This is an optimization exercise on Yosys and OpenROAD, whose aim is small area and a short achievable clock period, not a production implementation. Only simulation tests tie the RTL to the original design; equivalence was not proved. Power is estimated from default activity; no workload was simulated.

Setup of run A:
==> flow/design.v <==
package regfile_pkg;
  localparam int unsigned DATA_W     = 32;
  localparam int unsigned ADDR_W     = 5;
  localparam int unsigned NUM_REGS   = 2 ** ADDR_W;
  localparam int unsigned WR_COUNT_W = 16;
  typedef logic [ADDR_W-1:0] reg_addr_t;
  typedef logic [DATA_W-1:0] reg_data_t;
  function automatic logic [WR_COUNT_W-1:0] sat_inc(input logic [WR_COUNT_W-1:0] val);
    logic [WR_COUNT_W-1:0] res;
    res = (&val) ? val : val + 1'b1;
    sat_inc = res;
  endfunction
endpackage
import regfile_pkg::*;
module rb_or8 (
  input  logic [7:0] d,
  input  logic [7:0] s,
  output logic       y
);
  assign y = |(d & s);
endmodule
module rb_or6 (
  input  logic [5:0] d,
  input  logic [5:0] s,
  output logic       y
);
  assign y = |(d & s);
endmodule
module rb_aoi211 (
  input  logic a, b, c, d,
  output logic y
);
  assign y = ~((a & b) | c | d);
endmodule
module rb_nor2 (
  input  logic a, b,
  output logic y
);
  assign y = ~(a | b);
endmodule
module rb_nand2 (
  input  logic a, b,
  output logic y
);
  assign y = ~(a & b);
endmodule
module rb_aoi32 (
  input  logic a0, a1, a2, b0, b1,
  output logic y
);
  assign y = ~((a0 & a1 & a2) | (b0 & b1));
endmodule
module rb_mux_bit #(
  parameter bit BYPASS = 1'b0
) (
  input  logic [31:1] i_d,
  input  logic [31:1] i_s,
  input  logic        i_fwd,
  input  logic        i_nfwd,
  input  logic        i_wd_n,
  output logic        o_y
);
  logic [3:0] w_p;
  logic [1:0] w_q;
  rb_or8  u_g0 (.d(i_d[8:1]),   .s(i_s[8:1]),   .y(w_p[0]));
  rb_or8  u_g1 (.d(i_d[16:9]),  .s(i_s[16:9]),  .y(w_p[1]));
  rb_or8  u_g2 (.d(i_d[24:17]), .s(i_s[24:17]), .y(w_p[2]));
  rb_or6  u_g3 (.d(i_d[30:25]), .s(i_s[30:25]), .y(w_p[3]));
  rb_nor2   u_q0 (.a(w_p[0]), .b(w_p[1]), .y(w_q[0]));
  rb_aoi211 u_q1 (.a(i_d[31]), .b(i_s[31]), .c(w_p[2]), .d(w_p[3]), .y(w_q[1]));
  if (BYPASS) begin : g_fwd
    rb_aoi32 u_out (
      .a0 (w_q[0]), .a1 (w_q[1]), .a2 (i_nfwd),
      .b0 (i_fwd),  .b1 (i_wd_n),
      .y  (o_y)
    );
  end else begin : g_nofwd
    rb_nand2 u_out (.a(w_q[0]), .b(w_q[1]), .y(o_y));
  end
endmodule
module rb_sel_group (
  input  logic [3:0]  i_lo,
  input  logic [7:0]  i_hi,
  input  logic [31:1] i_valid,
  output logic [31:1] o_sel
);
  always_comb begin
    for (int unsigned i = 1; i < 32; i++) begin
      o_sel[i] = i_lo[i % 4] && i_hi[i / 4] && i_valid[i];
    end
  end
endmodule
module reg_read_port
#(
  parameter bit BYPASS = 1'b0
) (
  input  logic                        i_rst,
  input  logic [NUM_REGS*DATA_W-1:0]  i_regs,
  input  logic [NUM_REGS-1:0]         i_valid,
  input  regfile_pkg::reg_addr_t      i_rd_addr,
  input  logic                        i_wr_en,
  input  regfile_pkg::reg_addr_t      i_wr_addr,
  input  regfile_pkg::reg_data_t      i_wr_data_n,
  output regfile_pkg::reg_data_t      o_rd_data
);
  logic                   w_fwd;
  logic                   w_nfwd;
  logic [3:0]             w_lo;
  logic [7:0]             w_hi;
  logic [31:1]            w_sel [4];
  assign w_fwd = BYPASS && i_wr_en && (i_wr_addr == i_rd_addr) && (i_rd_addr != '0) && !i_rst;
  assign w_nfwd = !w_fwd;
  always_comb begin
    for (int unsigned j = 0; j < 4; j++) begin
      w_lo[j] = (i_rd_addr[1:0] == 2'(j)) && !i_rst;
    end
    for (int unsigned k = 0; k < 8; k++) begin
      w_hi[k] = (i_rd_addr[4:2] == 3'(k));
    end
  end
  for (genvar g = 0; g < 4; g++) begin : g_selgrp
    rb_sel_group u_sel (
      .i_lo    (w_lo),
      .i_hi    (w_hi),
      .i_valid (i_valid[31:1]),
      .o_sel   (w_sel[g])
    );
  end
  for (genvar b = 0; b < DATA_W; b++) begin : g_bit
    logic [31:1] w_d;
    always_comb begin
      for (int unsigned i = 1; i < NUM_REGS; i++) begin
        w_d[i] = i_regs[i*DATA_W + b];
      end
    end
    rb_mux_bit #(
      .BYPASS (BYPASS)
    ) u_mux (
      .i_d    (w_d),
      .i_s    (w_sel[b / 8]),
      .i_fwd  (w_fwd),
      .i_nfwd (w_nfwd),
      .i_wd_n (i_wr_data_n[b]),
      .o_y    (o_rd_data[b])
    );
  end
endmodule
import regfile_pkg::*;
module reg_bank_32x32
(
  input  logic                          clk,
  input  logic                          rst,
  input  logic                          wr_en,
  input  regfile_pkg::reg_addr_t        wr_addr,
  input  regfile_pkg::reg_data_t        wr_data,
  input  regfile_pkg::reg_addr_t        rs_addr,
  input  regfile_pkg::reg_addr_t        rt_addr,
  input  regfile_pkg::reg_addr_t        dbg_addr,
  output regfile_pkg::reg_data_t        rs_data,
  output regfile_pkg::reg_data_t        rt_data,
  output regfile_pkg::reg_data_t        dbg_data,
  output logic [WR_COUNT_W-1:0]         wr_count
);
  localparam bit OperandBypass = 1'b1;
  logic [NUM_REGS*DATA_W-1:0]      r_regs;
  logic [NUM_REGS-1:0]             r_valid;
  logic [WR_COUNT_W-1:0]           r_wr_count;
  logic                            w_wr_commit;
  logic [NUM_REGS-1:0]             w_wr_sel;
  regfile_pkg::reg_data_t          w_wr_data_n;
  assign w_wr_commit = wr_en && (wr_addr != '0);
  always_comb begin
    w_wr_sel = '0;
    for (int unsigned i = 1; i < NUM_REGS; i++) begin
      w_wr_sel[i] = wr_en && (wr_addr == ADDR_W'(i));
    end
  end
  assign r_regs[DATA_W-1:0] = '0;
  assign r_valid[0]         = 1'b0;
  for (genvar g = 1; g < NUM_REGS; g++) begin : g_reg
    always_ff @(posedge clk) begin
      if (w_wr_sel[g]) begin
        r_regs[g*DATA_W +: DATA_W] <= wr_data;
      end
    end
    always_ff @(posedge clk or posedge rst) begin
      if (rst) begin
        r_valid[g] <= 1'b0;
      end else if (w_wr_sel[g]) begin
        r_valid[g] <= 1'b1;
      end
    end
  end
  always_ff @(posedge clk or posedge rst) begin
    if (rst) begin
      r_wr_count <= '0;
    end else if (w_wr_commit) begin
      r_wr_count <= regfile_pkg::sat_inc(r_wr_count);
    end
  end
  assign wr_count = r_wr_count;
  assign w_wr_data_n = ~wr_data;
  reg_read_port #(
    .BYPASS   (OperandBypass)
  ) u_rs_port (
    .i_rst       (rst),
    .i_regs      (r_regs),
    .i_valid     (r_valid),
    .i_rd_addr   (rs_addr),
    .i_wr_en     (wr_en),
    .i_wr_addr   (wr_addr),
    .i_wr_data_n (w_wr_data_n),
    .o_rd_data   (rs_data)
  );
  reg_read_port #(
    .BYPASS   (OperandBypass)
  ) u_rt_port (
    .i_rst       (rst),
    .i_regs      (r_regs),
    .i_valid     (r_valid),
    .i_rd_addr   (rt_addr),
    .i_wr_en     (wr_en),
    .i_wr_addr   (wr_addr),
    .i_wr_data_n (w_wr_data_n),
    .o_rd_data   (rt_data)
  );
  reg_read_port #(
    .BYPASS   (1'b0)
  ) u_dbg_port (
    .i_rst       (rst),
    .i_regs      (r_regs),
    .i_valid     (r_valid),
    .i_rd_addr   (dbg_addr),
    .i_wr_en     (wr_en),
    .i_wr_addr   (wr_addr),
    .i_wr_data_n (w_wr_data_n),
    .o_rd_data   (dbg_data)
  );
endmodule
export LEC_CHECK = 0
export CAP_MARGIN = 20
export CORE_MARGIN = 2
export CORE_UTILIZATION = 35
export CTS_CLUSTER_DIAMETER = 75
export CTS_CLUSTER_SIZE = 24
export PLACE_DENSITY = 0.55
export SETUP_SLACK_MARGIN = 1.3
export SLEW_MARGIN = 20
export SYNTH_HIERARCHICAL = 1
export SYNTH_MINIMUM_KEEP_SIZE = 0
create_clock -name core_clock -period 6.0 [get_ports {clk}]
standard.sh (not shown) runs the stock make flow with config.mk's settings and CLKGATE_MAP_FILE= SYNTH_SCRIPT=/design/flow/synth_recipe.tcl, a recipe that flattens the netlist after the stock synthesis.
==> flow/flow/run.sh <==
#!/bin/bash
# Own flow: the standard layout (standard.sh, all steps unchanged), with
# one difference: the input and output ports are buffered with buf_2 cells
# instead of the delay buffers that buffer_ports picks by default. Every
# port still gets its own buffer. make's full output goes to
# flow_standard.log in the work folder; each ORFS step keeps its own log
# under orfs/logs/.
set -euo pipefail
export BUFFER_PORTS_ARGS="-buffer_cell sky130_fd_sc_hd__buf_2"
bash standard.sh > flow_standard.log 2>&1
The inputs of run B differ from those of run A as listed below.
# run A
export LEC_CHECK = 0
export CAP_MARGIN = 20
export CORE_MARGIN = 2
export CORE_UTILIZATION = 35
export CTS_CLUSTER_DIAMETER = 75
export CTS_CLUSTER_SIZE = 24
export PLACE_DENSITY = 0.55
export SETUP_SLACK_MARGIN = 1.3
export SLEW_MARGIN = 20
export SYNTH_HIERARCHICAL = 1
export SYNTH_MINIMUM_KEEP_SIZE = 0
create_clock -name core_clock -period 6.0 [get_ports {clk}]
# run B
export LEC_CHECK = 0
export CAP_MARGIN = 20
export CORE_MARGIN = 2
export CORE_UTILIZATION = 35
export CTS_CLUSTER_DIAMETER = 60
export CTS_CLUSTER_SIZE = 20
export PLACE_DENSITY = 0.55
export SETUP_SLACK_MARGIN = 1.0
export SLEW_MARGIN = 20
export SYNTH_HIERARCHICAL = 1
export SYNTH_MINIMUM_KEEP_SIZE = 0
create_clock -name core_clock -period 6.0 [get_ports {clk}]
==> comparison <==
Run B: wire length on met2 about 1.9% below run A
Diff run A -> run B | total of fill cells in the finished design | decrease of 41
Sequential group power essentially unchanged between run B and run A.
Comparing run A and run B, combinational power share is higher on run A.
Per the comparison of run B with run A, post-layout worst setup margin down 0.30 ns; highest net fanout along the worst path moved down.
When the final numbers for run A and run B were put side by side, the routed length on met1 turned out to be smaller in run B.
Higher worst IR drop on VDD among run A and run B: run A
No stage failed in run A, and the final checks on the layout all came back clean.
Run B closes out successfully: all stages finished, all timing, DRC and antenna checks passed.
What run C does differently from run B at the input level:
# run B
export LEC_CHECK = 0
export CAP_MARGIN = 20
export CORE_MARGIN = 2
export CORE_UTILIZATION = 35
export CTS_CLUSTER_DIAMETER = 60
export CTS_CLUSTER_SIZE = 20
export PLACE_DENSITY = 0.55
export SETUP_SLACK_MARGIN = 1.0
export SLEW_MARGIN = 20
export SYNTH_HIERARCHICAL = 1
export SYNTH_MINIMUM_KEEP_SIZE = 0
create_clock -name core_clock -period 6.0 [get_ports {clk}]
# run C
export LEC_CHECK = 0
export CAP_MARGIN = 20
export CORE_MARGIN = 2
export CORE_UTILIZATION = 45
export CTS_CLUSTER_DIAMETER = 75
export CTS_CLUSTER_SIZE = 24
export PLACE_DENSITY = 0.62
export SETUP_SLACK_MARGIN = 1.45
export SLEW_MARGIN = 20
export SYNTH_HIERARCHICAL = 1
export SYNTH_MINIMUM_KEEP_SIZE = 0
create_clock -name core_clock -period 6.0 [get_ports {clk}]
[summary]
Comparing run B and run C, final period demand of the worst path is lower on run C. Top achievable clock speed, run B and run C: lower on run B. Run B leaves less setup margin than run C. Max area inside the core boundary across run B and run C: run B. Compared with run B, cell-internal power in run C decreased by more than 10%. Delta (run C minus run B): number of gates resized after cts up 229, standard-cell row count down 16. Total routing resource utilization after global routing: run C > run B.

==> afterwards: timing with drivers on the ports <==
Ports are ideal in the flow. The routed layouts listed here were re-timed in OpenROAD.
Step 1: set_driving_cell puts a clkbuf_16 on clk and a buf_2 on each other input, an assumption about the parent block.
Step 2, shift: input delay + t, output delay - t, t = (earliest + latest rising clock arrival at the registers) / 2. This alone moves slack from input paths to output paths.
Slacks: no drivers / after step 1 / after step 2; pairs: no drivers / after step 1.
run | t (ns) | slack for setup (ns) | worst hold slack (ns) | latest minus earliest clock arrival (ns) | worst slew at a driven data input, ns
run A | 0.779 | 1.205 / 1.076 / 1.076 | 0.508 / 0.508 / 0.508 | 0.043 / 0.042 | 0.19
run B | 0.802 | 0.903 / 0.733 / 0.733 | 0.509 / 0.509 / 0.509 | 0.054 / 0.054 | 0.19
run C | 0.810 | 1.319 / 1.286 / 1.286 | 0.523 / 0.523 / 0.523 | 0.041 / 0.041 | 0.09
After both steps setup and hold are still met in every run listed. The setup slack of run B, which loses most, moves by -0.170 ns with the drivers and by -0.170 ns with both steps.
